Background: an optimization exercise with open tools, aiming at small area, a short achievable clock period and few clock cycles per item. Do not read the settings as production practice.
Only simulation tests tie the RTL to the original design; equivalence was not proved.
Power is estimated from default activity; no workload was simulated.

==> flow/design.v <==
`default_nettype none
package ekf_pkg;
  typedef enum logic [2:0] {
    STAGE_IDLE = 3'd0,
    STAGE_PRD  = 3'd1,
    STAGE_NEW  = 3'd2,
    STAGE_UPD  = 3'd3
  } stage_e;
  typedef logic signed [32-1:0] data_t;
  typedef logic [31:0] plb_addr_t;
  typedef logic [10-1:0] lm_idx_t;
endpackage
`default_nettype wire
`timescale 1ns/1ps
`default_nettype none
module ekf_frontend_top (
  input  wire                clk,
  input  wire                sys_rst,
  input  wire                ekf_pkg::stage_e i_stage_val,
  output logic               o_stage_rdy,
  input  wire                ekf_pkg::lm_idx_t i_l_k,
  input  wire                ekf_pkg::data_t i_rk,
  input  wire                ekf_pkg::data_t i_phi,
  output logic               o_plb_en,
  output logic               o_plb_we,
  output ekf_pkg::plb_addr_t o_plb_addr,
  output ekf_pkg::data_t     o_plb_din,
  input  wire                ekf_pkg::data_t i_plb_dout,
  output logic               o_init_predict,
  output logic               o_init_newlm,
  output logic               o_init_update,
  output ekf_pkg::data_t     o_xk,
  output ekf_pkg::data_t     o_yk,
  output ekf_pkg::data_t     o_xita,
  output ekf_pkg::data_t     o_lkx,
  output ekf_pkg::data_t     o_lky,
  input  wire                i_done_predict,
  input  wire                i_done_newlm,
  input  wire                i_done_update,
  input  wire                ekf_pkg::data_t i_result_0,
  input  wire                ekf_pkg::data_t i_result_1,
  input  wire                ekf_pkg::data_t i_result_2,
  input  wire                ekf_pkg::data_t i_result_3,
  input  wire                ekf_pkg::data_t i_result_4,
  input  wire                ekf_pkg::data_t i_result_5
);
  localparam logic [12:0] J = 13'd4096;
  localparam int C_AEN  = 0;    
  localparam int C_BW   = 1;    
  localparam int C_INV  = 2;    
  localparam int C_WR0  = 3;    
  localparam int C_WR1  = 4;    
  localparam int C_WR2  = 5;    
  localparam int C_M01  = 6;    
  localparam int C_M02  = 7;    
  localparam int C_MRK  = 8;    
  localparam int C_MPHI = 9;    
  localparam int C_M10  = 10;   
  localparam int C_M34  = 11;   
  localparam int C_M43  = 12;   
  localparam int C_M32  = 13;   
  localparam int C_LAST = 14;
  localparam int CW     = 15;
  logic          rdy_q;
  logic [1:0]    kind_q;
  logic [6:1]    ph_q;          
  logic          wait_q;        
  logic          wr_q;          
  logic [3:0]    n_q;           
  logic [CW-1:0] ctl_q;
  logic          en_q, we_q;
  logic [12:0]   addr_q;
  logic          ini_p_q, ini_n_q, ini_u_q;
  logic          wt_p_q, wt_n_q, wt_u_q;   
  logic [31:0]   r0, r1, r2, r3, r4, wd;
  logic          acc, done_hit;
  logic [CW-1:0] ctl_d;
  logic [2:0]    adn_q;
  logic [12:0]   lm, lm1;
  assign acc = rdy_q & ~i_stage_val[2] & (i_stage_val[1] | i_stage_val[0]);
  assign done_hit = (wt_p_q & i_done_predict) | (wt_n_q & i_done_newlm) |
                    (wt_u_q & i_done_update);
  assign lm  = {1'b0, 11'({1'b0, i_l_k} + 11'd1), 1'b1};    
  assign lm1 = {1'b0, 11'({1'b0, i_l_k} + 11'd2), 1'b0};    
  function automatic logic [CW-1:0] ctl_of(input logic [1:0] kind, input logic [3:0] c);
    logic [CW-1:0] t;
    t = '0;
    case (kind)
      2'd1: case (c)
        4'd1: begin t[C_AEN] = 1; t[C_BW] = 1; t[C_M01] = 1; end             
        4'd2: begin t[C_AEN] = 1; t[C_M02] = 1; t[C_M34] = 1; t[C_M43] = 1; end  
        4'd3: begin t[C_AEN] = 1; t[C_M34] = 1; end                           
        4'd4: t[C_INV] = 1;                                                   
        default: t[C_LAST] = 1;
      endcase
      2'd2: case (c)
        4'd1: begin t[C_AEN] = 1; t[C_M01] = 1; t[C_M10] = 1; t[C_M34] = 1; end  
        4'd2: t[C_AEN] = 1;                                                   
        4'd3: t[C_WR0] = 1;                                                   
        4'd4: t[C_WR1] = 1;                                                   
        4'd5: t[C_BW] = 1;                                                    
        4'd6: t[C_WR2] = 1;                                                   
        default: t[C_LAST] = 1;
      endcase
      default: case (c)
        4'd1, 4'd3, 4'd5: begin t[C_BW] = 1; t[C_INV] = 1; end                
        4'd2: begin t[C_WR0] = 1; t[C_MRK] = 1; end                           
        4'd4: t[C_WR1] = 1;                                                   
        4'd6: begin t[C_INV] = 1; t[C_M34] = 1; end                           
        4'd7: begin t[C_AEN] = 1; t[C_INV] = 1; t[C_MPHI] = 1; t[C_M32] = 1; end  
        4'd8: begin t[C_AEN] = 1; t[C_INV] = 1; end                           
        default: t[C_LAST] = 1;
      endcase
    endcase
    ctl_of = t;
  endfunction
  function automatic logic [12:0] addr_of(input logic [1:0] kind, input logic [3:0] c,
                                          input logic [12:0] lmw,
                                          input logic [12:0] lm1w);
    logic [12:0] a;
    a = J;
    case (kind)
      2'd1: case (c)
        4'd0: a = J + 13'd1;
        4'd1: a = J + 13'd1;
        4'd2: a = 13'd0;
        4'd3: a = 13'd1;
        4'd4: a = 13'd2;
        default: a = J;
      endcase
      2'd2: case (c)
        4'd0: a = J;
        4'd1: a = J + 13'd2;
        4'd2: a = lmw;
        4'd3: a = lm1w;
        4'd4: a = J + 13'd3;
        4'd5: a = J + 13'd1;
        4'd6: a = J + 13'd5;
        default: a = J + 13'd4;
      endcase
      default: case (c)
        4'd0: a = J + 13'd2;
        4'd1: a = J + 13'd4;
        4'd2: a = J;
        4'd3: a = J + 13'd7;
        4'd4: a = J + 13'd3;
        4'd5: a = J + 13'd5;
        4'd6: a = J + 13'd1;
        4'd7: a = J + 13'd6;
        4'd8: a = J + 13'd8;
        default: a = J + 13'd9;
      endcase
    endcase
    addr_of = a;
  endfunction
  always_ff @(posedge clk) begin
    if (rdy_q) begin
      kind_q <= i_stage_val[1:0];
    end
  end
  assign ctl_d = ctl_of(kind_q, wr_q ? n_q : 4'd1);
  always_ff @(posedge clk) begin
    ctl_q <= ctl_d;
    adn_q <= ~ctl_d[2:0];
    n_q   <= wr_q ? n_q + 4'd1 : 4'd2;
    if (rdy_q) begin
      addr_q <= 13'd0;
    end else if (wait_q) begin
      addr_q <= addr_of(kind_q, done_hit ? 4'd1 : 4'd0, lm, lm1);
    end else if (wr_q) begin
      addr_q <= addr_of(kind_q, n_q, lm, lm1);
    end else begin
      case (1'b1)
        ph_q[1]: addr_q <= 13'd1;
        ph_q[2]: addr_q <= 13'd2;
        ph_q[3]: addr_q <= lm;
        ph_q[4]: addr_q <= lm1;
        default: ;
      endcase
    end
  end
  always_ff @(posedge clk) begin
    if (sys_rst) begin
      rdy_q   <= 1'b1;
      ph_q    <= '0;
      wait_q  <= 1'b0;
      wr_q    <= 1'b0;
      en_q    <= 1'b0;
      we_q    <= 1'b0;
      ini_p_q <= 1'b0;
      ini_n_q <= 1'b0;
      ini_u_q <= 1'b0;
      wt_p_q  <= 1'b0;
      wt_n_q  <= 1'b0;
      wt_u_q  <= 1'b0;
    end else begin
      ph_q    <= {ph_q[5:1], acc};
      ini_p_q <= ph_q[5] & (kind_q == 2'd1);
      ini_n_q <= ph_q[5] & (kind_q == 2'd2);
      ini_u_q <= ph_q[5] & (kind_q == 2'd3);
      if (acc) rdy_q <= 1'b0;
      if (acc | ph_q[1] | ph_q[2] | ph_q[3] | ph_q[4]) begin
        en_q <= 1'b1;
      end else if (!wr_q) begin
        en_q <= 1'b0;
      end
      if (ph_q[5]) begin
        wait_q <= 1'b1;
        wt_p_q <= (kind_q == 2'd1);
        wt_n_q <= (kind_q == 2'd2);
        wt_u_q <= (kind_q == 2'd3);
      end else if (done_hit) begin
        wait_q <= 1'b0;
        wt_p_q <= 1'b0;
        wt_n_q <= 1'b0;
        wt_u_q <= 1'b0;
      end
      we_q <= done_hit | (we_q & ~ctl_q[C_LAST]);
      if (done_hit) begin
        wr_q <= 1'b1;
        en_q <= 1'b1;
      end else if (wr_q && ctl_q[C_LAST]) begin
        wr_q  <= 1'b0;
        en_q  <= 1'b0;
        rdy_q <= 1'b1;
      end
    end
  end
  logic [31:0] opa, opb, sum;
  logic        mv;
  assign mv  = wr_q;
  assign opa = {{16{~adn_q[C_AEN]}}, {16{ctl_q[C_AEN]}}} & r0;
  assign opb[15:0]  = (ctl_q[C_BW] ? wd[15:0] : r3[15:0]) ^ {16{ctl_q[C_INV]}};
  assign opb[31:16] = (adn_q[C_BW] ? r3[31:16] : wd[31:16]) ^ {16{~adn_q[C_INV]}};
  assign sum = opa + opb + {31'd0, ctl_q[C_INV]};
  function automatic logic [31:0] ao(input logic en, input logic [31:0] v);
    ao = {32{en}} & v;
  endfunction
  logic s0_f, s0_w, s0_1, s0_2, s0_k, s0_p;
  logic s1_f, s1_n, s1_u, s1_0;
  logic s2_f, s2_w;
  logic s3_f, s3_p, s3_u, s3_4, s3_2;
  logic s4_f, s4_p, s4_u, s4_3;
  logic sw_p, sw_n, sw_u, sw_0, sw_1, sw_2, sw_s;
  assign s0_f = ph_q[2];
  assign s0_w = wait_q & (kind_q != 2'd1);
  assign s0_1 = mv & ctl_q[C_M01];
  assign s0_2 = mv & ctl_q[C_M02];
  assign s0_k = mv & ctl_q[C_MRK];
  assign s0_p = mv & ctl_q[C_MPHI];
  assign s1_f = ph_q[3];
  assign s1_n = wait_q & (kind_q == 2'd2);
  assign s1_u = wait_q & (kind_q == 2'd3);
  assign s1_0 = mv & ctl_q[C_M10];
  assign s2_f = ph_q[4];
  assign s2_w = wait_q & (kind_q != 2'd1);
  assign s3_f = ph_q[5];
  assign s3_p = wait_q & (kind_q == 2'd1);
  assign s3_u = wait_q & (kind_q == 2'd3);
  assign s3_4 = mv & ctl_q[C_M34];
  assign s3_2 = mv & ctl_q[C_M32];
  assign s4_f = ph_q[6];
  assign s4_p = wait_q & ~ph_q[6] & (kind_q == 2'd1);
  assign s4_u = wait_q & ~ph_q[6] & (kind_q == 2'd3);
  assign s4_3 = mv & ctl_q[C_M43];
  assign sw_p = wait_q & (kind_q == 2'd1);
  assign sw_n = wait_q & (kind_q == 2'd2);
  assign sw_u = wait_q & (kind_q == 2'd3);
  assign sw_0 = ~wait_q & ctl_q[C_WR0];
  assign sw_1 = ~wait_q & ctl_q[C_WR1];
  assign sw_2 = ~wait_q & ctl_q[C_WR2];
  assign sw_s = ~wait_q & ~ctl_q[C_WR0] & ~ctl_q[C_WR1] & ~ctl_q[C_WR2];
  always_ff @(posedge clk) begin
    r0 <= ao(s0_f, i_plb_dout) | ao(s0_w, i_result_3) | ao(s0_1, r1) |
            ao(s0_2, r2) | ao(s0_k, i_rk) | ao(s0_p, i_phi) |
          ao(~(s0_f | s0_w | s0_1 | s0_2 | s0_k | s0_p), r0);
    r1 <= ao(s1_f, i_plb_dout) | ao(s1_n, i_result_2) | ao(s1_u, i_result_5) |
            ao(s1_0, r0) |
          ao(~(s1_f | s1_n | s1_u | s1_0), r1);
    r2 <= ao(s2_f, i_plb_dout) | ao(s2_w, i_result_1) |
          ao(~(s2_f | s2_w), r2);
    r3 <= ao(s3_f, i_plb_dout) | ao(s3_p, i_result_3) | ao(s3_u, i_result_2) |
            ao(s3_4, r4) | ao(s3_2, r2) |
          ao(~(s3_f | s3_p | s3_u | s3_4 | s3_2), r3);
    r4 <= ao(s4_f, i_plb_dout) | ao(s4_p, i_result_1) | ao(s4_u, i_result_0) |
            ao(s4_3, r3) |
          ao(~(s4_f | s4_p | s4_u | s4_3), r4);
    wd <= ao(sw_p, i_result_2) | ao(sw_n, i_result_0) | ao(sw_u, i_result_4) |
          ao(sw_0, r0) | ao(sw_1, r1) | ao(sw_2, r2) | ao(sw_s, sum);
  end
  assign o_stage_rdy    = rdy_q;
  assign o_plb_en       = en_q | done_hit;
  assign o_plb_we       = we_q | done_hit;
  assign o_plb_addr     = {17'd0, addr_q, 2'b00};
  assign o_plb_din      = wait_q ? i_result_2 : wd;
  assign o_init_predict = ini_p_q;
  assign o_init_newlm   = ini_n_q;
  assign o_init_update  = ini_u_q;
  assign o_xk           = r0;
  assign o_yk           = r1;
  assign o_xita         = r2;
  assign o_lkx          = r3;
  assign o_lky          = i_plb_dout;
endmodule
`default_nettype wire
==> flow/flow/run.sh <==
#!/bin/bash
# Standard layout, with the smallest plain buffer on every port instead of
# the default port buffer.
set -euo pipefail
export BUFFER_PORTS_ARGS="-buffer_cell sky130_fd_sc_hd__buf_1"
bash standard.sh > standard.log 2>&1
==> flow/standard.sh <==
#!/bin/bash
# synth_recipe.tcl (not shown) runs the flow's synth.tcl, then flattens the netlist and writes it again
# the make line also repeats each setting of config.mk as NAME=value (left out here)
make -C /OpenROAD-flow-scripts/flow DESIGN_CONFIG=/design/flow/config.mk WORK_HOME=/design/flow/orfs CLKGATE_MAP_FILE= SYNTH_SCRIPT=/design/flow/synth_recipe.tcl "${@:-finish}"
==> flow/config.mk <==
export PLATFORM = sky130hd
export DESIGN_NAME = ekf_frontend_top
export DESIGN_NICKNAME = ekf_frontend_top
export VERILOG_FILES = /design/flow/design.v
export SDC_FILE = /design/flow/constraint.sdc
export NUM_CORES = 4
export LEC_CHECK = 0
export CAP_MARGIN = 20
export CORE_MARGIN = 2
export CORE_UTILIZATION = 50
export CTS_BUF_LIST = sky130_fd_sc_hd__clkbuf_4 sky130_fd_sc_hd__clkbuf_8
export SETUP_SLACK_MARGIN = 2.2
export SLEW_MARGIN = 20
==> flow/constraint.sdc <==
create_clock -name core_clock -period 5.5 [get_ports {clk}]
set_input_delay 1.1000 -clock core_clock [delete_from_list [all_inputs] [get_ports {clk}]]
set_output_delay 1.1000 -clock core_clock [all_outputs]
set_load 0.01 [all_outputs]
==> results of run 1 <==
layout by cell type, fill, tap and decap left out, drive strengths merged, types with 11 or more instances in the layout:
| master | n |
|---|---|
| buf | 549 |
| a22oi | 272 |
| nor3 | 16 |
| clkbuf | 76 |
| nand4 | 38 |
| nor2 | 55 |
| o21ai | 68 |
| o211ai | 41 |
| a222oi | 76 |
| a21o | 11 |
| nand2 | 319 |
| mux2 | 34 |
| xor2 | 37 |
| ha | 42 |
| and2 | 34 |
| mux2i | 35 |
| nor2b | 29 |
| a21oi | 49 |
| a22o | 15 |
| nand3 | 74 |
| dfxtp | 246 |
| and3 | 13 |
| inv | 24 |
| conb | 19 |
| nand2b | 16 |
| xnor2 | 32 |
| a221oi | 29 |
cells by family (layout without fill, tap and decap cells):
family	after synthesis	count (layout)	synth area share, %
AO/OA/AOI/OAI	626	626	30.3
XOR/XNOR	69	69	3.90
adder cells (fa/ha/maj)	43	43	3.52
buffers and inverters	235	654	6.98
flip-flops	248	248	32.1
multiplexers	69	69	4.81
other	1	20	0.0242
AND/OR/NAND/NOR	617	618	18.3
cell usage after synthesis (29+ instances only):
library cell | count | area (sq um)
sky130_fd_sc_hd__nand2_1 | 319 | 1200
sky130_fd_sc_hd__a22oi_1 | 272 | 2040
sky130_fd_sc_hd__dfxtp_1 | 246 | 4920
sky130_fd_sc_hd__clkbuf_1 | 145 | 544
sky130_fd_sc_hd__a222oi_1 | 76 | 761
sky130_fd_sc_hd__nand3_1 | 73 | 365
sky130_fd_sc_hd__o21ai_0 | 67 | 335
sky130_fd_sc_hd__nor2_1 | 55 | 206
sky130_fd_sc_hd__buf_4 | 51 | 383
sky130_fd_sc_hd__a21oi_1 | 49 | 245
sky130_fd_sc_hd__ha_1 | 42 | 526
sky130_fd_sc_hd__o211ai_1 | 41 | 308
sky130_fd_sc_hd__nand4_1 | 37 | 231
sky130_fd_sc_hd__xor2_1 | 37 | 324
sky130_fd_sc_hd__mux2_2 | 34 | 383
sky130_fd_sc_hd__mux2i_1 | 34 | 340
sky130_fd_sc_hd__xnor2_1 | 32 | 280
sky130_fd_sc_hd__and2_1 | 31 | 194
sky130_fd_sc_hd__a221oi_1 | 29 | 254
sky130_fd_sc_hd__nor2b_1 | 29 | 181
cell type report:
cell class | instances | share of cell area (%)
timing repair buffer | 549 | 12.1
sequential | 248 | 27.1
antenna | 1 | 0.0136
clock buffer | 76 | 4.92
tap | 396 | 2.69
inverter | 22 | 0.448
clock inverter | 7 | 0.231
multi-input combinational | 1444 | 52.5
sequential cells by signal, indices dropped and copies added (netlist names), 6 cells and up, named ones only:
name,cells
addr_q,13
ctl_q,13
ph_q,6
r0,32
r1,32
r2,32
r3,32
r4,32
wd,32
how the worst max path moves through the flow:
stage,startpoint,end,slack [ns],depth (start not counted)
3_5_place_dp,ctl_q[1],wd[30],1.46,11
4_1_cts,ctl_q[2],wd[30],2.19,10
3_3_place_gp,ctl_q[1],wd[24],1.62,11
6_report,wait_q,o_plb_din[24],2.30,3
2_1_floorplan,ctl_q[2],wd[24],2.37,12
5_1_grt,ctl_q[1],wd[29],2.15,13
power groups by stage:
stage | clock [mW] | sequential [mW] | combinational (mW)
floorplan | 0 | 2.87 | 1.77
global placement | 0 | 3.01 | 2.66
detailed placement | 0 | 3.01 | 2.70
CTS | 1.88 | 2.97 | 2.73
global route | 1.96 | 3.04 | 3.10
finish | 1.88 | 3.00 | 2.83
through the flow:
step	area [sq um]	instances	utilization, %	power (mW)
2_1_floorplan	15600	1926	-	4.64
3_3_place_gp	17300	2650	56.6	5.67
3_5_place_dp	17300	2650	56.6	5.70
4_1_cts	18300	2737	59.9	7.58
5_1_grt	18500	2743	60.3	8.10
6_report	18500	2743	60.3	7.71
routing by layer:
metal,up-vias,GRT usage (%),wire [um]
li1,7993,-,-
met1,8582,51.8,27000
met2,1453,66.7,32400
met3,306,8.55,8300
met4,0,22.6,4070
met5,-,0,0
what timing repair did:
action                     CTS  global route
resized for setup            4            16
setup endpoints to repair   55            44
buffers inserted             4             3
pin swaps                    1             3
gates cloned                 0             1
worst min-delay path: stages (launching register included):
cell and delay, ns:
sky130_fd_sc_hd__dfxtp_1 0.31, sky130_fd_sc_hd__nand2b_1 0.06, sky130_fd_sc_hd__a21oi_1 0.06
==> impl.org, run 1 <==
** STA
- The clock period could shrink to about 3.2 ns.
- Achievable clock frequency :: roughly 310 MHz
- Final max-slew violation count :: 0
- Clock skew on the completed layout was measured at around 0.032 ns.
- Final Hold Viols :: 0
- Setup-failing EPs final :: 0
- In the finished design, the share of the clock period the worst path needs comes to about three fifths.
- Smallest hold slack :: about 0.48 ns
- Setup slack on the critical path of the routed design comes to about 2.3 ns.
- Slew headroom :: between 10% and 20%
- For the final routed database, the setup TNS stands at 0 ns.
- RSZ-0062 raised after global routing :: true
- Least-Margin Pin Slew :: roughly 1.3 ns

** Min path
- The worst hold path belongs to the class register to register.
- Hold endpoint :: we_q
- The worst hold path was traced through 2 stages.
- In this run the most critical hold path is launched from we_q.

** Clocking
- Counting every sink on the clock net gives ~250.
- Clock latency of the later-clocked register in the worst-skew pair :: 0.59 ns
- TritonCTS built the clock tree.
- In this run the clock root is driven by a sky130_fd_sc_hd__clkbuf_8.
- Number of clock buffers inserted by TritonCTS :: 46
- The clock tree synthesis step divided the H-tree into 2 levels.
- The clock passes through at most 3 buffers.
- After clock tree synthesis, the clock-pin slew on the worst setup and hold paths is roughly 0.06 ns.
- Buffers inserted to repair hold after CTS numbered 0.

** Power and ir drop
- Combinational logic is responsible for 36.7% of the overall power.
- Share of total power in the clock network :: between 20% and 30%
- Register share of total power :: 38.9%
- NetSw :: ~3.1 mW
- In this run the static leakage power is ~7.0 nW.
- The internal portion of the total power is around 4.6 mW.
- Net switching share of the total power :: 40.7%
- IR drop worst, VDD :: 0.000255 V
- Dividing total power by cell area gives a power density of roughly 420 mW/mm^2.

** Worst setup path
- Maximum net fanout on the critical path :: 33
- Endpoint class of the critical path :: output pin
- The worst setup path is launched from a register.
- Grouping stages by cell kind, the critical path spends the most delay in flip-flops.
- At the worst endpoint, the required time is between 4 and 5 ns.
- In this run the critical register-to-register path is launched from ctl_q[1].
- For this run, the slowest stage of the critical path takes 0.66 ns.
- Traced cell by cell, the critical path runs through buf_12, mux2_2, buf_1.
- Capturing point of the worst reg2reg path :: wd[29]
- STA puts the critical path data arrival time at about 2.1 ns.
- For this design, the slowest cell found on the critical path is sky130_fd_sc_hd__dfxtp_4.
- Type of the setup path with the least slack :: register to output pin
- Measured in cells, the most critical reg-to-reg path has a length of 13.
- Setup slack on the worst reg-to-reg path comes out at about 2.4 ns.
- Total buffers and inverters traversed by the critical path :: 2

** Place
- Weighted congestion at the end of routability-driven global placement :: 0.914
- Sum of net half-perimeters after detailed placement :: roughly 46 mm
- Number of buffers added on ports :: roughly 520
- Before CTS, the worst setup slack after placement is 1.46 ns.

** Logic synthesis
- Post-Synthesis Cell Area :: 0.0155 sq mm
- In this run, synthesis produced a sequential element count of approximately 250.
- Number of instances in the synthesized netlist :: 1908
- The synthesized design contains 2 enable-type register cells.
- Sequential cell area fraction in the yosys report :: between 30% and 40%
- For this run, the leading register cell type out of synthesis is sky130_fd_sc_hd__dfxtp_1.
- The netlist uses 73 different library cells.
- Number of warnings issued by yosys :: 1
- Post-Syn Area per Cell :: about 8.1 sq um
- Share of async-settable or async-resettable flops after synthesis :: 0%

** Floorplanning
- Chip Height :: 180 um
- Rows :: 64
- Number of top-level design ports :: roughly 540
- The die is 180 um wide.
- DIE AREA :: roughly 0.032 sq mm
- Core region area :: slightly above 0.03 sq mm
- Starting density of the core :: 50.7%

** Layout
- Nets :: between 2000 and 3000
- The filler cells instantiated in the layout total 2962.
- Fraction of layout instances using a drive strength above 1 :: under 10%
- Area growth from synthesis to layout :: 19.0%
- The multi-input combinational cells in the finished layout cover a total of 0.00968 sq mm.
- In the final layout, flip-flops and latches occupy about 0.0050 sq mm.

** Global routing
- Via count of the first global-routing pass :: between 15000 and 20000
- The initial antenna violation count came to 2.
- Wire length of the first global-routing pass :: 106 mm
- Global routing finished with a remaining overflow of 0.
- In the global route stage, overall resource usage came out at approximately two fifths.
- Entering global routing, the biggest net connects 66 pins.

** Detailed routing
- Average detailed-routed wire length per instance :: between 20 and 30 um
- The final layout contains routed wiring with a total length of roughly 72 mm.
- Total number of vias :: approximately 18000
- For this run, the detailed router's first-pass iteration total came to 7.
- Once detail routing completed, the nets flagged for antenna violations numbered 0.
- 1st-iter DRT viols :: roughly 2600
- After detailed routing, the number of remaining DRC violations is 0.
- In the routed layout, each cell is associated on average with a via count of around 6.7.

** Status
- The run finished with no timing, DRC or antenna violations.

** Job
- Max-capacitance violation count :: 0
Testbench counts, summed over its fixed seeds: cycles 22,180, stages 1,200.
==> run 2: changes to the inputs <==
--- a/flow/design.v
+++ b/flow/design.v
@@ -76,5 +76,5 @@
   logic          acc, done_hit;
   logic [CW-1:0] ctl_d;
-  logic [2:0]    adn_q;
+  logic [2:0]    adn_q, adc_q, adcn_q;
   logic [12:0]   lm, lm1;
   assign acc = rdy_q & ~i_stage_val[2] & (i_stage_val[1] | i_stage_val[0]);
@@ -163,4 +163,6 @@
     ctl_q <= ctl_d;
     adn_q <= ~ctl_d[2:0];
+    adc_q <= ctl_d[2:0] & {3{wait_q | wr_q}};
+    adcn_q <= ~(ctl_d[2:0] & {3{wait_q | wr_q}});
     n_q   <= wr_q ? n_q + 4'd1 : 4'd2;
     if (rdy_q) begin
@@ -230,7 +232,10 @@
   logic        mv;
   assign mv  = wr_q;
-  assign opa = {{16{~adn_q[C_AEN]}}, {16{ctl_q[C_AEN]}}} & r0;
-  assign opb[15:0]  = (ctl_q[C_BW] ? wd[15:0] : r3[15:0]) ^ {16{ctl_q[C_INV]}};
-  assign opb[31:16] = (adn_q[C_BW] ? r3[31:16] : wd[31:16]) ^ {16{~adn_q[C_INV]}};
+  assign opa = {{8{~adcn_q[C_AEN]}}, {8{adc_q[C_AEN]}}, {8{~adn_q[C_AEN]}},
+                {8{ctl_q[C_AEN]}}} & r0;
+  assign opb[7:0]   = (ctl_q[C_BW] ? wd[7:0] : r3[7:0]) ^ {8{ctl_q[C_INV]}};
+  assign opb[15:8]  = (adn_q[C_BW] ? r3[15:8] : wd[15:8]) ^ {8{~adn_q[C_INV]}};
+  assign opb[23:16] = (adc_q[C_BW] ? wd[23:16] : r3[23:16]) ^ {8{adc_q[C_INV]}};
+  assign opb[31:24] = (adcn_q[C_BW] ? r3[31:24] : wd[31:24]) ^ {8{~adcn_q[C_INV]}};
   assign sum = opa + opb + {31'd0, ctl_q[C_INV]};
   function automatic logic [31:0] ao(input logic en, input logic [31:0] v);
==> run 2 against run 1 <==
Compared with the run above: fmax about the same; still clean on timing, DRC and antenna; core utilization up 0.46 points; wire length down 1.5%; combinational power down 13%; die area up 0.57%; non-clock buffer count up 7; first-iteration DRC count about the same; hold slack better by 0.019 ns; register-to-register slack worse by 0.05 ns; global-route usage down 0.39 points; total power down 4.6%; largest power group unchanged; sequential cell count up 6.
==> impl.org, run 2 <==
** Floorplanning
- The floorplan row count came to 64 (unchanged).
- Core region area :: 0.0307 sq mm (was 0.0306 sq mm)
- The horizontal extent of the die came to 181 um (was 180 um).
- The starting density of the core was 50.9% (was 50.7%).
- The die height came to 181 um (was 180 um).
- The I/O pin total is 536 (unchanged).
- The die footprint was 0.0326 sq mm (was 0.0325 sq mm).

** Min path
- Tightest Hold Check Type :: register to register (unchanged)
- The number of cells traversed by the worst hold path was 2 (unchanged).

** Logic synthesis
- The area of the mapped netlist was 0.0156 sq mm (was 0.0155 sq mm).
- Cell types with the largest area share after synthesis :: sky130_fd_sc_hd__dfxtp_1 32%, sky130_fd_sc_hd__a22oi_1 14%, sky130_fd_sc_hd__nand2_1 7.2%, sky130_fd_sc_hd__a222oi_1 4.6%, sky130_fd_sc_hd__clkbuf_1 3.4% (was sky130_fd_sc_hd__dfxtp_1 32%, sky130_fd_sc_hd__a22oi_1 13%, sky130_fd_sc_hd__nand2_1 7.7%, sky130_fd_sc_hd__a222oi_1 4.9%, sky130_fd_sc_hd__clkbuf_1 3.5%)
- The most numerous cell in the Yosys netlist is sky130_fd_sc_hd__nand2_1 (unchanged).
- The total of warnings raised by yosys came to 1 (unchanged).
- Cell taking the most area after synthesis :: sky130_fd_sc_hd__dfxtp_1 (unchanged)
- Number of synthesized register bits :: 254 (was 248)
- The share of the synthesized area in the top cell type is 32.3% (was 31.7%).
- The share of flip-flops with an asynchronous set or reset came to 0% (unchanged).
- The number of distinct standard cells referenced by the synthesized netlist is 68 (was 73).
- The most instantiated flip-flop cell in the synthesis netlist is sky130_fd_sc_hd__dfxtp_1 (unchanged).
- The number of enable-type register cells in the synthesized netlist was 2 (unchanged).
- Ranking of synthesized cells by instance count :: 301 x sky130_fd_sc_hd__nand2_1, 298 x sky130_fd_sc_hd__a22oi_1, 252 x sky130_fd_sc_hd__dfxtp_1 (was 319 x sky130_fd_sc_hd__nand2_1, 272 x sky130_fd_sc_hd__a22oi_1, 246 x sky130_fd_sc_hd__dfxtp_1)
- The register area share after synthesis was 32.7% (was 32.1%).
- Number of instances in the synthesized netlist :: 1916 (was 1908)
- Post-Syn Area per Cell :: 8.14 sq um (was 8.13 sq um)

** Detailed routing
- Total number of vias :: 18268 (was 18334)
- Average detailed-routed wire length per instance :: 25.6 um (was 26.2 um)
- WL final :: 70.8 mm (was 71.8 mm)
- The met2 wire length was 32.0 mm (was 32.4 mm).
- The first-pass detailed-route iteration total was 9 (was 7).
- Routed length on met3 :: 8.26 mm (was 8.30 mm)
- The number of DRC violations after detailed-routing iteration 0 came to 2571 (was 2573).
- The remaining routing DRC violations came to 0 (unchanged).
- Count of antenna-violating nets left after detailed routing :: 0 (unchanged)
- The routed metal-1 wirelength was 27.2 mm (was 27.0 mm).
- Max layer used :: met4 (unchanged)
- The detailed-route vias per instance is 6.62 (was 6.68).

** Place
- Sum of net half-perimeters after detailed placement :: 46.4 mm (was 45.9 mm)
- Setup slack after placement :: 1.69 ns (was 1.46 ns)
- Weighted congestion at the end of routability-driven global placement :: 0.922 (was 0.914)
- Number of buffers added on ports :: 516 (unchanged)
- The number of cells after detailed placement is 2667 (was 2650).

** Power and ir drop
- The fraction of power consumed by sequential logic was 40.4% (was 38.9%).
- PD cells :: 394 mW/mm^2 (was 418 mW/mm^2)
- Net switching share of the total power :: 39.5% (was 40.7%)
- The static leakage was 6.97 nW (was 7.03 nW).
- The worst ir drop on vdd was 0.000275 V (was 0.000255 V).
- The clock share of power was 26.1% (was 24.4%).
- Internal power contribution :: 4.45 mW (was 4.57 mW)
- NetSw :: 2.90 mW (was 3.14 mW)
- Combinational group share of total power :: 33.5% (was 36.7%)

** Worst setup path
- The maximum fanout count along the critical path came to 4 (was 33).
- The required time at the worst-slack endpoint came to 5.93 ns (was 4.40 ns).
- Type of the setup path with the least slack :: register to register (was register to output pin)
- The worst path arrival time came to 3.63 ns (was 2.10 ns).
- The nature of the critical path startpoint was a register (unchanged).
- Endpoint class of the critical path :: register (was output pin)
- Register-to-Register Path Depth :: 12 (was 13)

** Layout
- Commonest non-fill, non-tap cells in the layout :: 516 x sky130_fd_sc_hd__buf_1, 301 x sky130_fd_sc_hd__nand2_1, 298 x sky130_fd_sc_hd__a22oi_1 (was 516 x sky130_fd_sc_hd__buf_1, 319 x sky130_fd_sc_hd__nand2_1, 272 x sky130_fd_sc_hd__a22oi_1)
- The number of antenna cells inserted was 0 (was 1).
- Most common cell after layout, fill and taps aside :: sky130_fd_sc_hd__buf_1 (unchanged)
- The area growth from synthesis to final layout was 19.5% (was 19.0%).
- The layout filler cell count was 2905 (was 2962).
- The final core utilization came to 60.8% (was 60.3%).
- Non-Filler Instances :: 2759 (was 2743)
- The net count of the finished layout is 2680 (was 2660).
- Fraction of layout instances using a drive strength above 1 :: 8.25% (was 8.74%)

** STA
- The highest clock frequency the design can meet came to 313 MHz (about the same).
- The setup skew after layout was 0.0441 ns (was 0.0321 ns).
- The final period demand of the worst path came to 3.20 ns (about the same).
- RSZ-0062 raised after global routing: true (unchanged).
- The sum of negative setup slack is 0 ns (unchanged).
- Setup-failing EPs final :: 0 (unchanged)
- The final critical-path share of the clock period came to 58.1% (about the same).
- Post-route worst setup slack :: 2.30 ns (about the same)
- The total count of max-transition violations in the final report was 0 (unchanged).
- The count of final hold-check violations came to 0 (unchanged).
- The worst slew margin relative to its limit came to 20.7% (was 16.5%).
- The worst-case hold slack was 0.498 ns (was 0.479 ns).
- The pin slew with the least headroom to its limit was 1.19 ns (was 1.25 ns).

** Global routing
- The global-route congestion overflow total is 0 (unchanged).
- The first-pass GRT wire length is 105 mm (was 106 mm).
- The total global routing track utilization came to 41.0% (was 41.3%).
- Pin count of the biggest net entering global routing :: 66 (unchanged)
- The via count of the first global-routing pass was 17559 (was 17753).
- The initial antenna violation count is 0 (was 2).

** Clocking
- The total clock sinks came to 254 (was 248).
- CTS HTree Levels :: 2 (unchanged)
- The total CTS buffers is 47 (was 46).
- Clock tree from TritonCTS :: built (unchanged)
- CTS clock-pin slew for the worst setup and hold paths :: 0.06 ns (about the same)
- The clock latency at the later pin of the worst-skew pair was 0.60 ns (was 0.59 ns).
- The maximum root-to-sink buffer count was 3 (unchanged).
- The clock tree root driver cell is sky130_fd_sc_hd__clkbuf_8 (unchanged).

** Status
- Outcome: finished clean (unchanged).

** Job
- The max-cap check violation count is 0 (unchanged).
run 2: cell types whose count changed in the layout (fill, tap and decap cells not counted), moves of 7 or more:
cell | previous run | this run
sky130_fd_sc_hd__nand3_1 | 73 | 82
sky130_fd_sc_hd__nor2_1 | 52 | 68
sky130_fd_sc_hd__nand2_1 | 319 | 301
sky130_fd_sc_hd__a21oi_1 | 45 | 54
sky130_fd_sc_hd__dfxtp_1 | 235 | 242
sky130_fd_sc_hd__a22oi_1 | 272 | 298
sky130_fd_sc_hd__a221oi_1 | 28 | 19
sky130_fd_sc_hd__o21ai_0 | 67 | 53
sky130_fd_sc_hd__o2111ai_1 | 1 | 9
sky130_fd_sc_hd__and3_1 | 13 | 3
sky130_fd_sc_hd__xnor2_1 | 32 | 42
sky130_fd_sc_hd__a22o_1 | 15 | 6
run 2: power groups by stage:
stage	Clock, mW	Sequential, mW	Combinational (mW)
floorplan	0	2.88	1.46
global placement	0	2.97	2.35
detailed placement	0	2.97	2.37
CTS	1.93	2.94	2.41
global route	2.02	3.01	2.68
finish	1.92	2.97	2.46
run 2: cells by family (layout without fill, tap and decap cells):
group / Yosys count / count (layout) / synth area share (%)
compound gates: 625 / 625 / 29.9
xor+xnor: 74 / 74 / 4.15
fa+ha+maj: 43 / 43 / 3.50
buf+inv: 235 / 664 / 6.94
flops: 254 / 254 / 32.7
mux: 68 / 68 / 4.63
other cells: 1 / 19 / 0.0240
simple gates: 616 / 616 / 18.1
run 2: metrics by stage:
step / area, sq um / power (mW)
floorplan: 15700 / 4.34
global placement: 17400 / 5.31
detailed placement: 17500 / 5.34
CTS: 18500 / 7.27
global route: 18600 / 7.71
finish: 18600 / 7.35
run 2: layer usage:
metal / vias to the layer above / GRT usage (%)
met5: - / 0
met2: 1446 / 64.9
met3: 235 / 7.70
li1: 8037 / -
met4: 0 / 19.1
met1: 8550 / 53.9
run 2: worst paths after layout:
check	from	end	slack [ns]
worst max-delay path	ctl_q[1]	wd[18]	2.30
worst max register to register	ctl_q[1]	wd[18]	2.30
worst min-delay path	r1[8]	r1[8]	0.50
worst min register to register	r1[8]	r1[8]	0.50
run 2: what timing repair did:
action / 4_1_cts / 5_1_grt
pin swaps: 1 / 7
setup endpoints to repair: 15 / 11
setup buffers: 4 / 6
gates resized for setup: 7 / 11
gates cloned: 0 / 0
hold buffers: 0 / 0
run 2: layout make-up:
class                           instances  area (sq um)  share of cell area, %
Timing Repair Buffer                  556          2310                   12.4
Inverter                               27           101                  0.544
Clock buffer                           75           932                   5.00
Clock inverter                          6          38.8                  0.208
Multi-Input combinational cell       1445          9640                   51.7
Tap cell                              396           495                   2.66
Sequential cell                       254          5120                   27.5
run 2: critical path, stage by stage (launching register included):
cell and delay, ns:
sky130_fd_sc_hd__dfxtp_4 0.39, sky130_fd_sc_hd__mux2i_4 0.29, sky130_fd_sc_hd__o21ai_1 0.14, sky130_fd_sc_hd__fa_2 0.42
sky130_fd_sc_hd__a21o_1 0.21, sky130_fd_sc_hd__a221o_1 0.40, sky130_fd_sc_hd__a211oi_4 0.21, sky130_fd_sc_hd__buf_4 0.18
sky130_fd_sc_hd__o21ai_4 0.09, sky130_fd_sc_hd__a211o_1 0.29, sky130_fd_sc_hd__a21oi_2 0.14, sky130_fd_sc_hd__xor2_1 0.16
sky130_fd_sc_hd__o2111ai_1 0.11
Testbench counts of run 2, summed over its fixed seeds: cycles 22,180, stages 1,200.
==> run 3: changes to the inputs <==
--- a/flow/design.v
+++ b/flow/design.v
@@ -61,5 +61,6 @@
   localparam int C_M32  = 13;   
   localparam int C_LAST = 14;
-  localparam int CW     = 15;
+  localparam int C_SUM  = 15;   
+  localparam int CW     = 16;
   logic          rdy_q;
   logic [1:0]    kind_q;
@@ -73,4 +74,8 @@
   logic          ini_p_q, ini_n_q, ini_u_q;
   logic          wt_p_q, wt_n_q, wt_u_q;   
+  logic          nwt_q, nwt_p_q, nwt_n_q, nwt_u_q;
+  logic          done_o;
+  logic          wt_nu_q;      
+  logic          wr_next;
   logic [31:0]   r0, r1, r2, r3, r4, wd;
   logic          acc, done_hit;
@@ -81,4 +86,5 @@
   assign done_hit = (wt_p_q & i_done_predict) | (wt_n_q & i_done_newlm) |
                     (wt_u_q & i_done_update);
+  assign wr_next  = done_hit | (wr_q & ~ctl_q[C_LAST]);
   assign lm  = {1'b0, 11'({1'b0, i_l_k} + 11'd1), 1'b1};    
   assign lm1 = {1'b0, 11'({1'b0, i_l_k} + 11'd2), 1'b0};    
@@ -113,4 +119,5 @@
       endcase
     endcase
+    t[C_SUM] = ~(t[C_WR0] | t[C_WR1] | t[C_WR2]);
     ctl_of = t;
   endfunction
@@ -161,5 +168,5 @@
   assign ctl_d = ctl_of(kind_q, wr_q ? n_q : 4'd1);
   always_ff @(posedge clk) begin
-    ctl_q <= ctl_d;
+    ctl_q <= wr_next ? ctl_d : '0;
     adn_q <= ~ctl_d[2:0];
     adc_q <= ctl_d[2:0] & {3{wait_q | wr_q}};
@@ -196,4 +203,9 @@
       wt_n_q  <= 1'b0;
       wt_u_q  <= 1'b0;
+      wt_nu_q <= 1'b0;
+      nwt_q   <= 1'b1;
+      nwt_p_q <= 1'b1;
+      nwt_n_q <= 1'b1;
+      nwt_u_q <= 1'b1;
     end else begin
       ph_q    <= {ph_q[5:1], acc};
@@ -212,9 +224,19 @@
         wt_n_q <= (kind_q == 2'd2);
         wt_u_q <= (kind_q == 2'd3);
+        wt_nu_q <= (kind_q == 2'd2) | (kind_q == 2'd3);
+        nwt_q   <= 1'b0;
+        nwt_p_q <= (kind_q != 2'd1);
+        nwt_n_q <= (kind_q != 2'd2);
+        nwt_u_q <= (kind_q != 2'd3);
       end else if (done_hit) begin
+        nwt_q   <= 1'b1;
+        nwt_p_q <= 1'b1;
+        nwt_n_q <= 1'b1;
+        nwt_u_q <= 1'b1;
         wait_q <= 1'b0;
         wt_p_q <= 1'b0;
         wt_n_q <= 1'b0;
         wt_u_q <= 1'b0;
+        wt_nu_q <= 1'b0;
       end
       we_q <= done_hit | (we_q & ~ctl_q[C_LAST]);
@@ -230,6 +252,4 @@
   end
   logic [31:0] opa, opb, sum;
-  logic        mv;
-  assign mv  = wr_q;
   assign opa = {{8{~adcn_q[C_AEN]}}, {8{adc_q[C_AEN]}}, {8{~adn_q[C_AEN]}},
                 {8{ctl_q[C_AEN]}}} & r0;
@@ -249,31 +269,31 @@
   logic sw_p, sw_n, sw_u, sw_0, sw_1, sw_2, sw_s;
   assign s0_f = ph_q[2];
-  assign s0_w = wait_q & (kind_q != 2'd1);
-  assign s0_1 = mv & ctl_q[C_M01];
-  assign s0_2 = mv & ctl_q[C_M02];
-  assign s0_k = mv & ctl_q[C_MRK];
-  assign s0_p = mv & ctl_q[C_MPHI];
+  assign s0_w = wt_nu_q;
+  assign s0_1 = ctl_q[C_M01];
+  assign s0_2 = ctl_q[C_M02];
+  assign s0_k = ctl_q[C_MRK];
+  assign s0_p = ctl_q[C_MPHI];
   assign s1_f = ph_q[3];
-  assign s1_n = wait_q & (kind_q == 2'd2);
-  assign s1_u = wait_q & (kind_q == 2'd3);
-  assign s1_0 = mv & ctl_q[C_M10];
+  assign s1_n = wt_n_q;
+  assign s1_u = wt_u_q;
+  assign s1_0 = ctl_q[C_M10];
   assign s2_f = ph_q[4];
-  assign s2_w = wait_q & (kind_q != 2'd1);
+  assign s2_w = wt_nu_q;
   assign s3_f = ph_q[5];
-  assign s3_p = wait_q & (kind_q == 2'd1);
-  assign s3_u = wait_q & (kind_q == 2'd3);
-  assign s3_4 = mv & ctl_q[C_M34];
-  assign s3_2 = mv & ctl_q[C_M32];
+  assign s3_p = wt_p_q;
+  assign s3_u = wt_u_q;
+  assign s3_4 = ctl_q[C_M34];
+  assign s3_2 = ctl_q[C_M32];
   assign s4_f = ph_q[6];
-  assign s4_p = wait_q & ~ph_q[6] & (kind_q == 2'd1);
-  assign s4_u = wait_q & ~ph_q[6] & (kind_q == 2'd3);
-  assign s4_3 = mv & ctl_q[C_M43];
-  assign sw_p = wait_q & (kind_q == 2'd1);
-  assign sw_n = wait_q & (kind_q == 2'd2);
-  assign sw_u = wait_q & (kind_q == 2'd3);
-  assign sw_0 = ~wait_q & ctl_q[C_WR0];
-  assign sw_1 = ~wait_q & ctl_q[C_WR1];
-  assign sw_2 = ~wait_q & ctl_q[C_WR2];
-  assign sw_s = ~wait_q & ~ctl_q[C_WR0] & ~ctl_q[C_WR1] & ~ctl_q[C_WR2];
+  assign s4_p = wt_p_q & ~ph_q[6];
+  assign s4_u = wt_u_q & ~ph_q[6];
+  assign s4_3 = ctl_q[C_M43];
+  assign sw_p = wt_p_q;
+  assign sw_n = wt_n_q;
+  assign sw_u = wt_u_q;
+  assign sw_0 = ctl_q[C_WR0];
+  assign sw_1 = ctl_q[C_WR1];
+  assign sw_2 = ctl_q[C_WR2];
+  assign sw_s = ctl_q[C_SUM];
   always_ff @(posedge clk) begin
     r0 <= ao(s0_f, i_plb_dout) | ao(s0_w, i_result_3) | ao(s0_1, r1) |
@@ -295,8 +315,10 @@
   end
   assign o_stage_rdy    = rdy_q;
-  assign o_plb_en       = en_q | done_hit;
-  assign o_plb_we       = we_q | done_hit;
+  assign done_o = (~nwt_p_q & i_done_predict) | (~nwt_n_q & i_done_newlm) |
+                  (~nwt_u_q & i_done_update);
+  assign o_plb_en       = en_q | done_o;
+  assign o_plb_we       = we_q | done_o;
   assign o_plb_addr     = {17'd0, addr_q, 2'b00};
-  assign o_plb_din      = wait_q ? i_result_2 : wd;
+  assign o_plb_din      = nwt_q ? wd : i_result_2;
   assign o_init_predict = ini_p_q;
   assign o_init_newlm   = ini_n_q;
--- a/flow/config.mk
+++ b/flow/config.mk
@@ -10,4 +10,4 @@
 export CORE_UTILIZATION = 50
 export CTS_BUF_LIST = sky130_fd_sc_hd__clkbuf_4 sky130_fd_sc_hd__clkbuf_8
-export SETUP_SLACK_MARGIN = 2.2
+export SETUP_SLACK_MARGIN = 2.6
 export SLEW_MARGIN = 20
==> run 3 against run 2 <==
Compared with the run above: still clean; fmax rose by 0.38%; register-to-register slack is essentially flat; cell area is 4.3% higher; sequential share of layout area fell by 0.38 points; synthesized cell count grew 1.9%; total power fell by 6.4%; count of clock-buffer cells in the layout is 2 higher; first-iteration DRC count is 6.1% lower; clock power grew 5%; non-clock buffer count is 28 higher; setup slack improved by 0.012 ns; via count rose by 4.1%; largest cell class unchanged.
==> impl.org, run 3 <==
** Floorplanning
- The die height came to 182 um (was 181 um).
- The I/O pin total came to 536 (unchanged).
- Core region area :: 0.0314 sq mm (was 0.0307 sq mm)
- Starting density of the core :: 50.5% (was 50.9%)
- The floorplan row count came to 65 (was 64).
- The horizontal extent of the die is 182 um (was 181 um).
- The die footprint is 0.0331 sq mm (was 0.0326 sq mm).

** STA
- Setup-failing EPs final :: 0 (unchanged)
- The sum of negative setup slack came to 0 ns (unchanged).
- The highest clock frequency the design can meet came to 314 MHz (was 313 MHz).
- RSZ-0062 raised after global routing: true (unchanged).
- The final critical-path share of the clock period was 57.9% (was 58.1%).
- Final max-slew violation count :: 0 (unchanged)
- The pin slew with the least headroom to its limit came to 1.28 ns (was 1.19 ns).
- The worst-case hold slack came to 0.461 ns (was 0.498 ns).
- The worst slew margin relative to its limit was 15.0% (was 20.7%).
- The final period demand of the worst path was 3.18 ns (was 3.20 ns).
- The setup skew after layout was 0.0287 ns (was 0.0441 ns).
- Final Hold Viols :: 0 (unchanged)

** Min path
- Cells on Worst Hold Path :: 2 (unchanged)
- The worst min-delay path category is register to register (unchanged).

** Layout
- Most common cell after layout, fill and taps aside :: sky130_fd_sc_hd__buf_1 (unchanged)
- The net count of the finished layout was 2737 (was 2680).
- Commonest non-fill, non-tap cells in the layout :: 515 x sky130_fd_sc_hd__buf_1, 307 x sky130_fd_sc_hd__nand2_1, 305 x sky130_fd_sc_hd__a22oi_1 (was 516 x sky130_fd_sc_hd__buf_1, 301 x sky130_fd_sc_hd__nand2_1, 298 x sky130_fd_sc_hd__a22oi_1)
- The area growth from synthesis to final layout is 22.7% (was 19.5%).
- Fraction of layout instances using a drive strength above 1 :: 12.0% (was 8.25%)
- Non-Filler Instances :: 2833 (was 2759)

** Global routing
- Via count of the first global-routing pass :: 17940 (was 17559)
- Overall routing resource usage :: 42.3% (was 41.0%)
- GRT overflow :: 0 (unchanged)
- Wire length of the first global-routing pass :: 108 mm (was 105 mm)
- Pin count of the biggest net entering global routing :: 72 (was 66)
- Initial antenna violation count :: 2 (was 0)

** Logic synthesis
- The main combinational cell family by area after synthesis was compound AO/OA/AOI/OAI gates (unchanged).
- Number of instances in the synthesized netlist :: 1952 (was 1916)
- Fraction of synthesized cell area taken by the top area cell type :: 32.6% (was 32.3%)
- The share of cell area taken by muxes after synthesis came to 4.67% (was 4.63%).
- Simple-Gate Fraction of Synth Area :: 18.3% (was 18.1%)
- The total of warnings raised by yosys is 1 (unchanged).
- Cell types with the largest area share after synthesis: sky130_fd_sc_hd__dfxtp_1 33%, sky130_fd_sc_hd__a22oi_1 14%, sky130_fd_sc_hd__nand2_1 7.3%, sky130_fd_sc_hd__a222oi_1 4.2%, sky130_fd_sc_hd__clkbuf_1 3.6% (was sky130_fd_sc_hd__dfxtp_1 32%, sky130_fd_sc_hd__a22oi_1 14%, sky130_fd_sc_hd__nand2_1 7.2%, sky130_fd_sc_hd__a222oi_1 4.6%, sky130_fd_sc_hd__clkbuf_1 3.4%).
- The share of flip-flops with an asynchronous set or reset came to 0% (unchanged).
- Number of flops mapped to enable cells by yosys :: 2 (unchanged)
- Yosys cell types :: 75 (was 68)
- The most instantiated flip-flop cell in the synthesis netlist is sky130_fd_sc_hd__dfxtp_1 (unchanged).
- Post-Syn Area per Cell :: 8.12 sq um (was 8.14 sq um)
- The post-synthesis cell type with the largest combined area is sky130_fd_sc_hd__dfxtp_1 (unchanged).
- Most frequent cell after synthesis :: sky130_fd_sc_hd__nand2_1 (unchanged)
- Sequential cell area fraction in the yosys report :: 33.0% (was 32.7%)
- The xor and xnor area share after synthesis is 3.43% (was 4.15%).
- The compound-gate portion of the synthesized area is 30.4% (was 29.9%).
- The area of the mapped netlist is 0.0158 sq mm (was 0.0156 sq mm).
- Post-synthesis adder-cell area fraction :: 3.21% (was 3.50%)
- Ranking of synthesized cells by instance count: 310 x sky130_fd_sc_hd__nand2_1, 305 x sky130_fd_sc_hd__a22oi_1, 258 x sky130_fd_sc_hd__dfxtp_1 (was 301 x sky130_fd_sc_hd__nand2_1, 298 x sky130_fd_sc_hd__a22oi_1, 252 x sky130_fd_sc_hd__dfxtp_1).
- Number of synthesized register bits :: 260 (was 254)

** Power and ir drop
- The worst ir drop on vdd came to 0.000222 V (was 0.000275 V).
- PD cells :: 354 mW/mm^2 (was 394 mW/mm^2)
- The static leakage is 7.35 nW (was 6.97 nW).
- The total chip power was 6.88 mW (was 7.35 mW).

** Detailed routing
- The remaining routing DRC violations came to 0 (unchanged).
- The first-pass detailed-route iteration total is 9 (unchanged).
- Total number of vias :: 19023 (was 18268)
- WL final :: 74.5 mm (was 70.8 mm)
- The post-detailed-route count of antenna-violating nets came to 0 (unchanged).
- The number of DRC violations after detailed-routing iteration 0 was 2413 (was 2571).
- Average detailed-routed wire length per instance :: 26.3 um (was 25.6 um)
- Vias/cell :: 6.71 (was 6.62)

** Clocking
- The maximum root-to-sink buffer count came to 3 (unchanged).
- Total clock sinks :: 260 (was 254)
- The clock input transition at the sequential cells of the worst setup and hold paths came to 0.06 ns (about the same).
- The total CTS buffers was 47 (unchanged).
- Root buffer cell :: sky130_fd_sc_hd__clkbuf_8 (unchanged)
- The post-cts hold buffer count was 0 (unchanged).
- Clock latency of the later-clocked register in the worst-skew pair :: 0.60 ns (about the same)
- The number of levels the H-tree was split into came to 2 (unchanged).
- The clock tree from TritonCTS is built (unchanged).

** Job
- The max-cap check violation count is 0 (unchanged).

** Worst setup path
- Worst path arrival time :: 3.65 ns (was 3.63 ns)
- The required time at the worst-slack endpoint was 5.97 ns (was 5.93 ns).
- Type of the setup path with the least slack :: register to register (unchanged)
- The depth of the worst register-to-register path is 13 (was 12).
- Type of element launching the critical path :: register (unchanged)
- Endpoint class of the critical path :: register (unchanged)
- The maximum fanout count along the critical path came to 8 (was 4).

** Place
- Number of buffers added on ports :: 516 (unchanged)
- Weighted congestion at the end of routability-driven global placement :: 0.923 (was 0.922)
- Placed cell count :: 2701 (was 2667)
- Sum of net half-perimeters after detailed placement :: 48.6 mm (was 46.4 mm)

** Status
- Outcome :: finished clean (unchanged)
==> run 3: cell count changes after synthesis, moves of 8 or more <==
cell                       delta
sky130_fd_sc_hd__a221oi_1     +9
sky130_fd_sc_hd__and2_1      -11
sky130_fd_sc_hd__a31oi_1      +8
sky130_fd_sc_hd__clkbuf_1     +9
sky130_fd_sc_hd__nand2_1      +9
sky130_fd_sc_hd__a211oi_1     +8
sky130_fd_sc_hd__xnor2_1      -8
==> run 3: final cells by class <==
| type | count | area [sq um] |
|---|---|---|
| multi-input cells | 1466 | 10000 |
| clock inverters | 10 | 82.6 |
| inverters | 32 | 120 |
| flip-flops and latches | 260 | 5270 |
| clock buffers | 77 | 953 |
| well taps | 402 | 503 |
| repair buffers | 584 | 2480 |
| diodes | 2 | 5.00 |
| fillers | 2949 | 12000 |
==> run 3: critical path, stage by stage, from the launching register on <==
cell and delay, ns:
sky130_fd_sc_hd__dfxtp_4 0.48, sky130_fd_sc_hd__mux2i_4 0.29, sky130_fd_sc_hd__xor2_1 0.19, sky130_fd_sc_hd__ha_2 0.34, sky130_fd_sc_hd__a21oi_2 0.16, sky130_fd_sc_hd__o21ai_2 0.09, sky130_fd_sc_hd__a31o_4 0.27, sky130_fd_sc_hd__a2111oi_4 0.45
sky130_fd_sc_hd__buf_4 0.19, sky130_fd_sc_hd__a21oi_2 0.05, sky130_fd_sc_hd__buf_4 0.14, sky130_fd_sc_hd__o21ai_2 0.10, sky130_fd_sc_hd__nand2_1 0.06, sky130_fd_sc_hd__a31o_2 0.24
==> run 3: timing repair <==
action | in CTS | in global routing
pin swaps | 33 | 27
endpoints found under the hold margin | 0 | 0
setup buffers | 28 | 15
setup endpoints to repair | 57 | 47
resized for setup | 36 | 52
==> run 3: final timing paths <==
check            start   endpoint  slack (ns)
max           adn_q[1]     wd[26]        2.32
min          addr_q[5]  addr_q[5]        0.46
max reg2reg   adn_q[1]     wd[26]        2.32
min reg2reg  addr_q[5]  addr_q[5]        0.46
==> run 3: through the flow <==
stage                     cell area [sq um]  setup slack, ns  utilization, %
after global placement                17700             2.04            56.2
after CTS                             19100             2.43            60.8
after floorplan                       16000             2.56               -
after detailed placement              17700             1.98            56.3
after global routing                  19400             2.21            61.9
final                                 19400             2.32            61.9
==> run 3: cells by family (layout without fill, tap and decap cells) <==
group	count (synthesis)	after routing
buffers and inverters	244	703
AO/OA/AOI/OAI	645	645
AND/OR/NAND/NOR	631	631
flip-flops	260	260
XOR/XNOR	62	62
adder cells (fa/ha/maj)	40	40
multiplexers	69	69
other	1	21
==> run 3: power breakdown <==
group	switching, mW	leakage [nW]	total, mW	internal [mW]
registers	0.566	2.17	2.87	2.31
logic	1.16	4.63	1.98	0.821
clock network	0.881	0.548	2.02	1.14
total	2.61	7.35	6.88	4.27
==> run 3: routing by layer <==
metal	vias up	track usage, %	routed length (um)
met2	1513	68.8	33400
met3	377	9.61	8650
li1	8240	-	-
met4	0	25.8	5370
met1	8893	51.1	27000
met5	-	0	0
Testbench counts of run 3, summed over its fixed seeds: cycles 22,180, stages 1,200.
==> run 4: changes to the inputs <==
--- a/flow/config.mk
+++ b/flow/config.mk
@@ -10,4 +10,4 @@
 export CORE_UTILIZATION = 50
 export CTS_BUF_LIST = sky130_fd_sc_hd__clkbuf_4 sky130_fd_sc_hd__clkbuf_8
-export SETUP_SLACK_MARGIN = 2.6
+export SETUP_SLACK_MARGIN = 2.2
 export SLEW_MARGIN = 20
==> run 4 against run 3 <==
Compared with the run above: via count fell by 0.90%; area after synthesis unchanged; highest routed layer unchanged; combinational power decreased by 8%; critical endpoint is now wd[25]; fmax up 0.72%; wire length shrank 1.1%; count of clock-buffer cells in the layout is 4 lower; largest cell class unchanged.
==> impl.org, run 4 <==
** Logic synthesis
- Post-Synthesis Cell Area :: 0.0158 sq mm (unchanged)
- Post-Syn Area per Cell :: 8.12 sq um (unchanged)
- The most instantiated flip-flop cell in the synthesis netlist is sky130_fd_sc_hd__dfxtp_1 (unchanged).
- Number of warnings issued by yosys :: 1 (unchanged)
- The synthesized netlist cell count is 1952 (unchanged).
- Ranking of synthesized cells by instance count: 310 x sky130_fd_sc_hd__nand2_1, 305 x sky130_fd_sc_hd__a22oi_1, 258 x sky130_fd_sc_hd__dfxtp_1 (unchanged).
- The most numerous cell in the Yosys netlist was sky130_fd_sc_hd__nand2_1 (unchanged).
- Number of synthesized register bits :: 260 (unchanged)
- The share of flip-flops with an asynchronous set or reset is 0% (unchanged).
- The register area share after synthesis was 33.0% (unchanged).
- Yosys cell types :: 75 (unchanged)
- Cell taking the most area after synthesis :: sky130_fd_sc_hd__dfxtp_1 (unchanged)
- Fraction of synthesized cell area taken by the top area cell type :: 32.6% (unchanged)
- Cell types with the largest area share after synthesis: sky130_fd_sc_hd__dfxtp_1 33%, sky130_fd_sc_hd__a22oi_1 14%, sky130_fd_sc_hd__nand2_1 7.3%, sky130_fd_sc_hd__a222oi_1 4.2%, sky130_fd_sc_hd__clkbuf_1 3.6% (unchanged).
- The number of enable-type register cells in the synthesized netlist is 2 (unchanged).

** Power and ir drop
- Leakage :: 7.11 nW (was 7.35 nW)
- PD cells :: 351 mW/mm^2 (was 354 mW/mm^2)
- Overall power after layout :: 6.63 mW (was 6.88 mW)
- IR drop worst, VDD :: 0.000231 V (was 0.000222 V)

** Floorplanning
- The horizontal extent of the die was 182 um (unchanged).
- Number of top-level design ports :: 536 (unchanged)
- Starting density of the core :: 50.5% (unchanged)
- The floorplan row count was 65 (unchanged).
- The die height came to 182 um (unchanged).
- DIE AREA :: 0.0331 sq mm (unchanged)
- Core region area :: 0.0314 sq mm (unchanged)

** Clocking
- The total CTS buffers was 47 (unchanged).
- Clock latency of the later-clocked register in the worst-skew pair :: 0.60 ns (about the same)
- Total clock sinks :: 260 (unchanged)
- Maximum root-to-sink buffer count :: 3 (unchanged)
- The clock tree from TritonCTS is built (unchanged).
- The number of levels the H-tree was split into was 2 (unchanged).
- Hold buffer count at CTS :: 0 (unchanged)
- The clock tree root driver cell was sky130_fd_sc_hd__clkbuf_8 (unchanged).
- The clock input transition at the sequential cells of the worst setup and hold paths came to 0.06 ns (about the same).

** Worst setup path
- Sequence of cells on the critical path :: mux2i_1, xnor2_1, ha_1, a21o_1, or4_4, a21oi_4, nor4_4, o2111ai_4, a211oi_2, mux2i_1, or3_1 (was mux2i_4, xor2_1, ha_2, a21oi_2, o21ai_2, a31o_4, a2111oi_4, buf_4, a21oi_2, buf_4, o21ai_2, nand2_1, a31o_2)
- Maximum net fanout on the critical path :: 8 (unchanged)
- The class of the most critical setup path was register to register (unchanged).
- The slowest stage cell on the critical path is sky130_fd_sc_hd__or4_4 (was sky130_fd_sc_hd__dfxtp_4).
- In this design, the critical path's most frequently occurring cell is sky130_fd_sc_hd__mux2i_1.
- Cell class contributing the biggest share of worst-path delay :: simple AND/OR/NAND/NOR gates (was compound AO/OA/AOI/OAI gates)
- The nature of the critical path endpoint is a register (unchanged).
- The total buffers and inverters traversed by the critical path was 0 (was 2).
- Type of element launching the critical path :: register (unchanged)
- The required time at the worst-slack endpoint is 5.97 ns (about the same).
- Worst path arrival time :: 3.63 ns (was 3.65 ns)
- The biggest cell delay along the critical path is 0.50 ns (was 0.48 ns).

** Detailed routing
- The post-detailed-route count of antenna-violating nets is 0 (unchanged).
- The total number of vias is 18852 (was 19023).
- The routed wire length per instance is 26.3 um (about the same).
- Final routed DRC violation total :: 0 (unchanged)
- WL final :: 73.7 mm (was 74.5 mm)
- Vias/cell :: 6.73 (was 6.71)
- Detailed-routing iteration count for the pre-antenna-repair pass :: 9 (unchanged)
- 1st-iter DRT viols :: 2455 (was 2413)

** Global routing
- The global-route congestion overflow total is 0 (unchanged).
- Wire length of the first global-routing pass :: 108 mm (about the same)
- The maximum number of pins on one net before global-route repair came to 67 (was 72).
- The initial antenna violation count was 1 (was 2).
- The via count of the first global-routing pass is 17816 (was 17940).
- Overall routing resource usage :: 42.1% (was 42.3%)

** Status
- Outcome: finished clean (unchanged).

** Place
- Weighted congestion at the end of routability-driven global placement :: 0.929 (was 0.923)
- Sum of net half-perimeters after detailed placement :: 48.6 mm (about the same)
- Number of buffers added on ports :: 516 (unchanged)

** Min path
- Tightest Hold Check Type :: register to register (unchanged)

** STA
- Final max-slew violation count :: 0 (unchanged)
- Summed negative setup slack over all endpoints :: 0 ns (unchanged)
- Least-Margin Pin Slew :: 1.21 ns (was 1.28 ns)
- Setup-failing EPs final :: 0 (unchanged)
- RSZ-0062 raised after global routing :: true (unchanged)
- Slew headroom :: 19.5% (was 15.0%)
- The count of final hold-check violations is 0 (unchanged).
- The final period demand of the worst path was 3.16 ns (was 3.18 ns).
- Achievable clock frequency :: 316 MHz (was 314 MHz)
- The final critical-path share of the clock period is 57.5% (was 57.9%).
- The setup skew after layout was 0.0263 ns (was 0.0287 ns).

** Job
- Max-capacitance violation count :: 0 (unchanged)

** Layout
- Area growth from synthesis to layout :: 19.3% (was 22.7%)
- Commonest non-fill, non-tap cells in the layout: 516 x sky130_fd_sc_hd__buf_1, 310 x sky130_fd_sc_hd__nand2_1, 305 x sky130_fd_sc_hd__a22oi_1 (was 515 x sky130_fd_sc_hd__buf_1, 307 x sky130_fd_sc_hd__nand2_1, 305 x sky130_fd_sc_hd__a22oi_1).
- Fraction of layout instances using a drive strength above 1 :: 9.38% (was 12.0%)
- Most common cell after layout, fill and taps aside :: sky130_fd_sc_hd__buf_1 (unchanged)
- Nets :: 2709 (was 2737)
-- run 4: changes by cell type in the layout (fill, tap and decap cells not counted), sizes merged --
cell	delta
bufinv	-1
buf	-27
clkbuf	-5
clkinv	+3
diode	-1
-- run 4: worst paths after layout --
path	from	end	slack [ns]	cells past startpoint
worst max-delay path	ctl_q[1]	wd[25]	2.34	11
worst min-delay path	we_q	we_q	0.48	2
worst max register to register	ctl_q[1]	wd[25]	2.34	11
worst min register to register	we_q	we_q	0.48	2
-- run 4: through the flow --
step | std cells | util (%) | setup slack, ns | hold slack (ns) | cell area, sq um
finish | 2802 | 60.2 | 2.34 | 0.478 | 18900
global route | 2802 | 60.2 | 2.15 | 0.513 | 18900
CTS | 2787 | 59.3 | 2.18 | 0.477 | 18600
detailed placement | 2701 | 56.1 | 1.89 | 0.464 | 17600
global placement | 2701 | 56.1 | 1.98 | 0.463 | 17600
floorplan | 1970 | - | 2.25 | 0.438 | 15900
-- run 4: final cells by class --
type / count / area [sq um]
antenna: 1 / 2.50
clock buffer: 73 / 917
clock inverter: 12 / 67.6
fill: 2982 / 12500
inverter: 32 / 120
multi-input combinational: 1466 / 9770
sequential: 260 / 5280
tap: 402 / 503
timing repair buffer: 556 / 2240
-- run 4: per-layer routing --
metal / GRT usage, % / wire length [um]
met1: 52.4 / 27400
met2: 68.4 / 33300
met3: 8.72 / 8430
met4: 23.3 / 4530
met5: 0 / 0
-- run 4: what timing repair did --
action | in CTS | in global routing
resized for setup | 7 | 32
pin swaps | 0 | 17
buffers inserted | 1 | 14
setup endpoints to repair | 46 | 14
-- run 4: power breakdown --
| part | total, mW | internal [mW] | switching (mW) |
|---|---|---|---|
| logic | 1.83 | 0.732 | 1.10 |
| registers | 2.86 | 2.31 | 0.555 |
| clock network | 1.94 | 1.06 | 0.884 |
-- run 4: cell families (layout without fill, tap and decap cells) --
kind of cell	Yosys count	in the layout	share of synthesized area, %
compound gates	645	645	30.4
simple gates	631	631	18.3
flops	260	260	33.0
buf+inv	244	673	7.05
mux	69	69	4.67
xor+xnor	62	62	3.43
fa+ha+maj	40	40	3.21
other cells	1	20	0.0237
-- run 4: worst reg2reg max path, stage by stage (launching register included) --
cell and delay (ns):
sky130_fd_sc_hd__dfxtp_4 0.44, sky130_fd_sc_hd__mux2i_1 0.26, sky130_fd_sc_hd__xnor2_1 0.10, sky130_fd_sc_hd__ha_1 0.33, sky130_fd_sc_hd__a21o_1 0.22, sky130_fd_sc_hd__or4_4 0.50, sky130_fd_sc_hd__a21oi_4 0.19, sky130_fd_sc_hd__nor4_4 0.08
sky130_fd_sc_hd__o2111ai_4 0.31, sky130_fd_sc_hd__a211oi_2 0.13, sky130_fd_sc_hd__mux2i_1 0.14, sky130_fd_sc_hd__or3_1 0.33

-- port drivers added, routing unchanged --
The results above use ideal ports. As a check the final layouts listed here were re-extracted and re-timed, cells and wires unchanged. Step 1 assumes that a clkbuf_16 drives the clock port and a buf_2 every other input. Step 2 moves the port delays by t, midway between the first and last clock arrival at a register: inputs arrive t later, outputs are due t later. That takes back most of the time a late clock gives input paths. Three values: no drivers, after step 1, after step 2; two values: the first two.
| run | t (ns) | setup WS [ns] | clock arrival spread, ns | pins driven straight from the clock port |
|---|---|---|---|---|
| run 1 | 0.624 | 2.304 / 2.252 / 2.354 | 0.032 / 0.032 | 1 |
| run 2 | 0.625 | 2.304 / 2.304 / 2.304 | 0.044 / 0.044 | 1 |
| run 3 | 0.633 | 2.317 / 2.317 / 2.317 | 0.031 / 0.031 | 1 |
| run 4 | 0.637 | 2.339 / 2.339 / 2.339 | 0.027 / 0.027 | 1 |
After both steps setup and hold are still met in every run listed.
